From an optimization exercise on the open Yosys and OpenROAD flow, aimed at small area; shortcuts taken in it are not production practice. In this exercise RTL edits were held to simulation tests only and were not proved equivalent to the original. No driver is modelled on the clock port, so clocking that relies on it looks cheaper here than on a real chip. No activity file was given, so power comes from the tool's default toggle rates.

==> trial 86 <==
==> flow/design.v (excerpt) <==
module sixAxisCtrl
#(
	parameter int NUM_AXES = 6,
	parameter int PHASE_PERIOD = 200,
	parameter int GPOUT_WIDTH = 4
)
(
	input	logic						clk,
	input	logic						rst,
	input	logic						plbEn,
	input	logic						plbRd,
	input	logic						plbWr,
	input	logic	[31:0]				plbAddr,
	input	logic	[31:0]				plbWrData,
	output	logic						plbReady,
	output	logic	[31:0]				plbRdData,
	output	logic	[NUM_AXES-1:0]		mAlarm,
	output	logic	[NUM_AXES-1:0]		mDir,
	output	logic	[NUM_AXES-1:0]		mStep,
	output	logic	[GPOUT_WIDTH-1:0]	gpout
);
==> module travelLimiter, before the edit <==
module travelLimiter
(
	input	logic		clk,
	input	logic		rst,
	input	logic		stepStrobe,
	input	logic		stepDir,
	input	logic		setEnable,
	input	logic		alarmClear,
	input	motionPkg::positionT	setPosition,
	input	motionPkg::limitT		limitLo,
	input	motionPkg::limitT		limitHi,
	output	logic		mStep,
	output	logic		mDir,
	output	logic		alarm,
	output	motionPkg::positionT	position
);
	logic atHiLimit;
	logic atLoLimit;
	logic limitHit;
	logic stepPass;
	assign mDir = stepDir;
	assign atHiLimit = (position == limitHi) && stepDir;
	assign atLoLimit = (position == limitLo) && !stepDir;
	assign limitHit = stepStrobe && (atHiLimit || atLoLimit);
	assign stepPass = stepStrobe && !alarm && !atHiLimit && !atLoLimit;
	always_ff @(posedge clk)
	begin
		if (rst)
		begin
			mStep <= 1'b0;
			alarm <= 1'b0;
			position <= '0;
		end
		else
		begin
			mStep <= stepPass;
			if (limitHit)
				alarm <= 1'b1;
			else if (alarmClear)
				alarm <= 1'b0;
			if (setEnable)
				position <= setPosition;
			else if (stepPass)
			begin
				if (stepDir)
					position <= position + motionPkg::positionT'(1);
				else
					position <= position - motionPkg::positionT'(1);
			end
		end
	end
endmodule
export LEC_CHECK = 0
export CAP_MARGIN = 20
export CORE_MARGIN = 2
export CORE_UTILIZATION = 65
export PLACE_DENSITY = 0.75
export SLEW_MARGIN = 20
create_clock -name core_clock -period 10.0 [get_ports {clk}]
standard.sh (not shown) runs the stock make flow with config.mk's settings and CLKGATE_MAP_FILE= SYNTH_SCRIPT=/design/flow/synth_recipe.tcl, a recipe that flattens the netlist after the stock synthesis.
==> flow/flow/run.sh <==
#!/bin/bash
# Own layout flow: the standard flow (standard.sh, unchanged synthesis,
# floorplan, placement and routing) with two changes to the cells it adds:
#  - clock tree: larger sink clusters and no dummy loads
#    (clock_tree_synthesis -dont_use_dummy_load)
#  - port buffers: the smallest buffer, sky130_fd_sc_hd__buf_1
# Every step's full output stays in orfs/logs/; make's output goes to standard.log.
set -euo pipefail
export CTS_ARGS="-sink_clustering_enable -repair_clock_nets -dont_use_dummy_load -sink_clustering_size 25 -sink_clustering_max_diameter 80"
export BUFFER_PORTS_ARGS="-buffer_cell sky130_fd_sc_hd__buf_1"
bash standard.sh > standard.log 2>&1
==> inputs of build 46, as changes to trial 86 <==
--- a/flow/design.v
+++ b/flow/design.v
@@ -358,15 +358,12 @@
 	logic [WORD_BITS-regMapPkg::OFFSET_BITS-1:0] axisIdx;
 	regMapPkg::regOffsetT offset;
 	logic isGpout;
 	logic wrStrobe;
 	logic rdStrobe;
 	logic [NUM_AXES-1:0] axisWr;
-	logic posWrQ;
-	logic clearWrQ;
-	logic [2:0] wrAxisQ;
 	logic [NUM_AXES-1:0] axisRd;
 	logic [NUM_AXES-1:0] ctrlWrOk;
 	logic [31:0] readWord;
 	logic [31:0] limitData;
 	assign wordAddr = plbAddr[regMapPkg::WORD_ADDR_MSB:regMapPkg::WORD_ADDR_LSB];
 	assign axisIdx = wordAddr[WORD_BITS-1:regMapPkg::OFFSET_BITS];
@@ -397,48 +394,41 @@
 			readWord[regMapPkg::STATUS_ALARM_BIT] = readWord[regMapPkg::STATUS_ALARM_BIT]
 				| (axisRd[n] && (offset == regMapPkg::REG_STATUS) && alarm[n]);
 		end
 	end
 	always_ff @(posedge clk)
 	begin
-		plbReady <= plbEn;
-		plbRdData <= readWord;
-		posWrQ <= (|axisWr) && (offset == regMapPkg::REG_POSITION);
-		clearWrQ <= (|axisWr) && (offset == regMapPkg::REG_STATUS)
-			&& plbWrData[regMapPkg::STATUS_ALARM_BIT];
 		if (rst)
 		begin
+			plbReady <= 1'b0;
+			plbRdData <= '0;
 			gpout <= '0;
 			prgmReq <= '0;
+			setEnable <= '0;
+			alarmClear <= '0;
 		end
 		else
 		begin
+			plbReady <= plbEn;
+			plbRdData <= readWord;
 			if (wrStrobe && isGpout)
 				gpout <= plbWrData[GPOUT_WIDTH-1:0];
 			for (int n = 0; n < NUM_AXES; n++)
 			begin
+				setEnable[n] <= axisWr[n] && (offset == regMapPkg::REG_POSITION);
+				alarmClear[n] <= axisWr[n] && (offset == regMapPkg::REG_STATUS)
+					&& plbWrData[regMapPkg::STATUS_ALARM_BIT];
 				if (prgmAck[n])
 					prgmReq[n] <= 1'b0;
 				else if (ctrlWrOk[n] && plbWrData[regMapPkg::CTRL_START_BIT])
 					prgmReq[n] <= 1'b1;
 			end
 		end
 	end
 	always_ff @(posedge clk)
-	begin
 		setPosition <= plbWrData[motionPkg::POSITION_WIDTH-1:0];
-		wrAxisQ <= axisIdx[2:0];
-	end
-	always_comb
-	begin
-		for (int n = 0; n < NUM_AXES; n++)
-		begin
-			setEnable[n] = posWrQ && (wrAxisQ == 3'(n));
-			alarmClear[n] = clearWrQ && (wrAxisQ == 3'(n));
-		end
-	end
 	assign limitData = rst ? {motionPkg::LIMIT_MAX, motionPkg::LIMIT_MIN} : plbWrData;
 	always_ff @(posedge clk)
 	begin
 		for (int n = 0; n < NUM_AXES; n++)
 		begin
 			if (rst || (axisWr[n] && (offset == regMapPkg::REG_LIMITS)))
CORE_UTILIZATION = 40   (was 65)
PLACE_DENSITY = default   (was 0.75)
==> inputs of trial 2, as changes to trial 86 <==
--- a/flow/design.v
+++ b/flow/design.v
@@ -280,21 +280,19 @@
 	input	motionPkg::limitT		limitHi,
 	output	logic		mStep,
 	output	logic		mDir,
 	output	logic		alarm,
 	output	motionPkg::positionT	position
 );
-	logic atHiLimit;
-	logic atLoLimit;
+	logic atLimit;
 	logic limitHit;
 	logic stepPass;
 	assign mDir = stepDir;
-	assign atHiLimit = (position == limitHi) && stepDir;
-	assign atLoLimit = (position == limitLo) && !stepDir;
-	assign limitHit = stepStrobe && (atHiLimit || atLoLimit);
-	assign stepPass = stepStrobe && !alarm && !atHiLimit && !atLoLimit;
+	assign atLimit = (position == (stepDir ? limitHi : limitLo));
+	assign limitHit = stepStrobe && atLimit;
+	assign stepPass = stepStrobe && !alarm && !atLimit;
 	always_ff @(posedge clk)
 	begin
 		if (rst)
 		begin
 			mStep <= 1'b0;
 			alarm <= 1'b0;
==> flow/flow/run.sh (replaced) <==
#!/bin/bash
# Own layout flow: the standard flow (standard.sh: ORFS synthesis with the
# same registers, floorplan, placement, CTS, routing) with changes to how
# cells are chosen and added:
#  - synthesis maps the combinational logic with an area-oriented ABC script
#    (delay relaxed, three choice/mapping rounds); the registers come from
#    dfflibmap before ABC and are the standard synthesis's
#  - clock tree: larger sink clusters and no dummy loads
#    (clock_tree_synthesis -dont_use_dummy_load)
#  - port buffers: the smallest buffer, sky130_fd_sc_hd__buf_1
# Every step's full output stays in orfs/logs/; make's output goes to standard.log.
set -euo pipefail

# ORFS scripts with only the ABC mapping script replaced
rm -rf scripts_area
cp -r "$FLOW_HOME/scripts" scripts_area
R='&nf -R 1000 -p -F 8 -A 4 -C 32'
printf '&get -n\n&st\n&dch -f\n%s\n&st\n&dch -f\n%s\n&st\n&dch -f\n%s\n&put\n' "$R" "$R" "$R" > scripts_area/abc_speed.script
export SCRIPTS_DIR="$PWD/scripts_area"

export CTS_ARGS="-sink_clustering_enable -repair_clock_nets -dont_use_dummy_load -sink_clustering_size 25 -sink_clustering_max_diameter 80"
export BUFFER_PORTS_ARGS="-buffer_cell sky130_fd_sc_hd__buf_1"
bash standard.sh ${FLOW_TARGET:-finish} > standard.log 2>&1
==> comparison table <==
|  | trial 2 | build 46 | trial 86 |
|---|---|---|---|
| Number of logic inverters in the finished layout | 45 | 74 | 53 |
| Sequential share of cell area | 0.675 | 0.642 | 0.653 |
| Setup Slack @ Placement | 4050 ps | 3970 ps | 3970 ps |
| Summed instance area of the synthesized netlist | 70,200 µm² | 74,000 µm² | 73,600 µm² |
| Reported leakage power | 27.0 nW | 28.5 nW | 28.7 nW |
| Launch instance of the worst min-delay path | gAxis[1].profile.ringVelocity[31]$_DFF_P_ | gAxis[5].profile.ringAccum[26]$_DFF_P_ | gAxis[5].profile.ringTicks[27]$_DFF_P_ |
| Area taken by multi-input logic gates | 18,900 µm² | 21,300 µm² | 21,200 µm² |
| Maximum operating frequency | 163 MHz | 170 MHz | 153 MHz |
| WL final | 273,000 µm | 278,000 µm | 289,000 µm |
| Proportion of layout cells with a drive suffix above 1 | 0.0622 | 0.0761 | 0.0768 |
| Number of buffers added by the clock tree synthesis step | 98 | 107 | 99 |
| Tcrit/Tclk final | 0.614 | 0.590 | 0.654 |
| Vias/cell | 7.51 | 6.12 | 7.24 |
| Post-route cell area | 76,400 µm² | 80,600 µm² | 78,900 µm² |
| Number of design-rule violations left by the first detailed-router iteration | 11,000 | 8,260 | 9,431 |
| Internal reg-to-reg setup slack | 3860 ps | 4100 ps | 3460 ps |
| Number of ordinary and repair buffers in the finished layout | 260 | 252 | 256 |
| Post-synthesis simple-gate area fraction | 0.0647 | 0.0652 | 0.0639 |
| Run status | finished clean | finished clean | finished clean |
| Crit path launch | phases.phaseCount[5]$_SDFF_PP0_ | phases.phaseCount[3]$_SDFF_PP0_ | phases.phaseCount[4]$_SDFF_PP0_ |
| Part of the total power dissipated in sequential elements | 0.662 | 0.650 | 0.661 |
| Max-slew headroom at the worst pin | 0.163 | 0.0876 | 0.0644 |
| Overall routing resource usage | 0.486 | 0.290 | 0.491 |
| Gate count after technology mapping | 5,015 | 5,745 | 5,674 |
| Seq. pwr | 9.85 mW | 9.91 mW | 9.87 mW |
| Unique masters post-synth | 58 | 81 | 77 |
| Cell depth of the worst setup path | 17 | 19 | 15 |

========
==> inputs of v27 <==
RTL: one of the versions met above, not the one the previous note started from.
## sixAxisCtrl
module sixAxisCtrl
#(
	parameter int NUM_AXES = 6,
	parameter int PHASE_PERIOD = 200,
	parameter int GPOUT_WIDTH = 4
)
(
	input	logic						clk,
	input	logic						rst,
	input	logic						plbEn,
	input	logic						plbRd,
	input	logic						plbWr,
	input	logic	[31:0]				plbAddr,
	input	logic	[31:0]				plbWrData,
	output	logic						plbReady,
	output	logic	[31:0]				plbRdData,
	output	logic	[NUM_AXES-1:0]		mAlarm,
	output	logic	[NUM_AXES-1:0]		mDir,
	output	logic	[NUM_AXES-1:0]		mStep,
	output	logic	[GPOUT_WIDTH-1:0]	gpout
);
export LEC_CHECK = 0
export CAP_MARGIN = 20
export CORE_MARGIN = 2
export CORE_UTILIZATION = 40
export CTS_CLUSTER_DIAMETER = 80
export CTS_CLUSTER_SIZE = 25
export SLEW_MARGIN = 20
create_clock -name core_clock -period 10.0 [get_ports {clk}]
run.sh (not shown) runs the stock make flow with config.mk's settings and CLKGATE_MAP_FILE= SYNTH_SCRIPT=/design/flow/synth_recipe.tcl, a recipe that flattens the netlist after the stock synthesis.
Stock flow here: none of the scripts above is used.
==> v29: changes against v27 <==
--- a/flow/design.v
+++ b/flow/design.v
@@ -281,19 +281,17 @@
 	output	logic		mStep,
 	output	logic		mDir,
 	output	logic		alarm,
 	output	motionPkg::positionT	position
 );
-	logic atHiLimit;
-	logic atLoLimit;
+	logic atLimit;
 	logic limitHit;
 	logic stepPass;
 	assign mDir = stepDir;
-	assign atHiLimit = (position == limitHi) && stepDir;
-	assign atLoLimit = (position == limitLo) && !stepDir;
-	assign limitHit = stepStrobe && (atHiLimit || atLoLimit);
-	assign stepPass = stepStrobe && !alarm && !atHiLimit && !atLoLimit;
+	assign atLimit = (position == (stepDir ? limitHi : limitLo));
+	assign limitHit = stepStrobe && atLimit;
+	assign stepPass = stepStrobe && !alarm && !atLimit;
 	always_ff @(posedge clk)
 	begin
 		if (rst)
 		begin
 			mStep <= 1'b0;
@@ -359,10 +357,13 @@
 	regMapPkg::regOffsetT offset;
 	logic isGpout;
 	logic wrStrobe;
 	logic rdStrobe;
 	logic [NUM_AXES-1:0] axisWr;
+	logic posWrQ;
+	logic clearWrQ;
+	logic [2:0] wrAxisQ;
 	logic [NUM_AXES-1:0] axisRd;
 	logic [NUM_AXES-1:0] ctrlWrOk;
 	logic [31:0] readWord;
 	logic [31:0] limitData;
 	assign wordAddr = plbAddr[regMapPkg::WORD_ADDR_MSB:regMapPkg::WORD_ADDR_LSB];
@@ -395,39 +396,46 @@
 				| (axisRd[n] && (offset == regMapPkg::REG_STATUS) && alarm[n]);
 		end
 	end
 	always_ff @(posedge clk)
 	begin
+		plbReady <= plbEn;
+		plbRdData <= readWord;
+		posWrQ <= (|axisWr) && (offset == regMapPkg::REG_POSITION);
+		clearWrQ <= (|axisWr) && (offset == regMapPkg::REG_STATUS)
+			&& plbWrData[regMapPkg::STATUS_ALARM_BIT];
 		if (rst)
 		begin
-			plbReady <= 1'b0;
-			plbRdData <= '0;
 			gpout <= '0;
 			prgmReq <= '0;
-			setEnable <= '0;
-			alarmClear <= '0;
 		end
 		else
 		begin
-			plbReady <= plbEn;
-			plbRdData <= readWord;
 			if (wrStrobe && isGpout)
 				gpout <= plbWrData[GPOUT_WIDTH-1:0];
 			for (int n = 0; n < NUM_AXES; n++)
 			begin
-				setEnable[n] <= axisWr[n] && (offset == regMapPkg::REG_POSITION);
-				alarmClear[n] <= axisWr[n] && (offset == regMapPkg::REG_STATUS)
-					&& plbWrData[regMapPkg::STATUS_ALARM_BIT];
 				if (prgmAck[n])
 					prgmReq[n] <= 1'b0;
 				else if (ctrlWrOk[n] && plbWrData[regMapPkg::CTRL_START_BIT])
 					prgmReq[n] <= 1'b1;
 			end
 		end
 	end
 	always_ff @(posedge clk)
+	begin
 		setPosition <= plbWrData[motionPkg::POSITION_WIDTH-1:0];
+		wrAxisQ <= axisIdx[2:0];
+	end
+	always_comb
+	begin
+		for (int n = 0; n < NUM_AXES; n++)
+		begin
+			setEnable[n] = posWrQ && (wrAxisQ == 3'(n));
+			alarmClear[n] = clearWrQ && (wrAxisQ == 3'(n));
+		end
+	end
 	assign limitData = rst ? {motionPkg::LIMIT_MAX, motionPkg::LIMIT_MIN} : plbWrData;
 	always_ff @(posedge clk)
 	begin
 		for (int n = 0; n < NUM_AXES; n++)
 		begin
==> flow/flow/run.sh (new file) <==
#!/bin/bash
# Own layout flow: the standard flow (standard.sh: ORFS synthesis with the
# same registers, floorplan, placement, CTS, routing) with changes to how
# cells are chosen and added:
#  - synthesis maps the combinational logic with an area-oriented ABC script
#    (delay relaxed, three choice/mapping rounds); the registers come from
#    dfflibmap before ABC and are the standard synthesis's
#  - clock tree: clkbuf_8 buffers, sink clusters of up to 16 within 60 um,
#    no dummy loads (clock_tree_synthesis -dont_use_dummy_load)
#  - port buffers: the smallest buffer, sky130_fd_sc_hd__buf_1
# Every step's full output stays in orfs/logs/; make's output goes to standard.log.
set -euo pipefail

# ORFS scripts with only the ABC mapping script replaced
rm -rf scripts_area
cp -r "$FLOW_HOME/scripts" scripts_area
R='&nf -R 1000 -p -F 8 -A 4 -C 32'
printf '&get -n\n&st\n&dch -f\n%s\n&st\n&dch -f\n%s\n&st\n&dch -f\n%s\n&put\n' "$R" "$R" "$R" > scripts_area/abc_speed.script
export SCRIPTS_DIR="$PWD/scripts_area"

export CTS_ARGS="-sink_clustering_enable -repair_clock_nets -dont_use_dummy_load -sink_clustering_size 16 -sink_clustering_max_diameter 60 -buf_list sky130_fd_sc_hd__clkbuf_8"
export BUFFER_PORTS_ARGS="-buffer_cell sky130_fd_sc_hd__buf_1"
bash standard.sh > standard.log 2>&1
==> flow/standard.sh (new file) <==
#!/bin/bash
# synth_recipe.tcl (not shown) runs the flow's synth.tcl, then flattens the netlist and writes it again
# the make line also repeats each setting of config.mk as NAME=value (left out here)
make -C /OpenROAD-flow-scripts/flow DESIGN_CONFIG=/design/flow/config.mk WORK_HOME=/design/flow/orfs CLKGATE_MAP_FILE= SYNTH_SCRIPT=/design/flow/synth_recipe.tcl "${@:-finish}"
- CORE_UTILIZATION: 40 -> 65
- CTS_CLUSTER_DIAMETER: 80 -> unset
- CTS_CLUSTER_SIZE: 25 -> unset
- PLACE_DENSITY: unset -> 0.75
removed: flow/run.sh
==> flow_metrics.env <==
export IMPL_inverters=74
export IMPL_worst_slew_pin_slew_ns=1.35
export IMPL_yosys_area_top_type_share_pct=37.0
export IMPL_synth_compound_area_share_pct=14.1
export IMPL_place_gp_congestion=1.06
export IMPL_row_count=157
export IMPL_status="finished clean"
export IMPL_sw_frac_of_total_pct=24.1
export IMPL_syn_area_per_cell_um2=12.9
export IMPL_use_met1_pct=37.4
export IMPL_p_total_uw=15900
That was v27.
==> flow_metrics.env <==
export IMPL_grt_pass1_vias=47900
export IMPL_sw_frac_of_total_pct=23.3
export IMPL_p_total_uw=14600
export IMPL_grtUsageTotal_pct=48.4
export IMPL_synth_compound_area_share_pct=14.1
export IMPL_use_met1_pct=61.1
export IMPL_worst_slew_pin_slew_ns=1.26
export IMPL_inverters=45
export IMPL_place_gp_congestion=1.09
export IMPL_status="finished clean"
That was v29.

-- afterwards: timing with drivers on the ports --
How much do the figures lean on ideal ports? The routed layouts below were timed once more, with nothing changed but the port constraints. Step 1 sets driving cells, clkbuf_16 on the clock port and buf_2 on the other inputs (assumed; they add their load-dependent delay and slew). Step 2 also shifts input and output timing later by t, the mid clock arrival at the registers, as if the neighbouring blocks saw the same clock. Three values: no drivers, after step 1, after step 2; two values: the first two.
run | shift t [ns] | slack for setup (ns) | slew at the worst register clock pin (ns)
trial 86 | 0.810 | 3.462 / 3.462 / 3.462 | 0.11 / 0.11
build 46 | 0.862 | 4.103 / 4.103 / 3.555 | 0.11 / 0.11
trial 2 | 0.808 | 3.857 / 3.857 / 3.857 | 0.11 / 0.11
v27 | 0.876 | 3.792 / 3.845 / 2.969 | 0.11 / 0.11
v29 | 0.952 | 3.884 / 3.884 / 3.884 | 0.11 / 0.11
After both steps every run listed still meets setup and hold. The setup slack of v27, which loses most, moves by +0.053 ns with the drivers and by -0.823 ns with both steps.
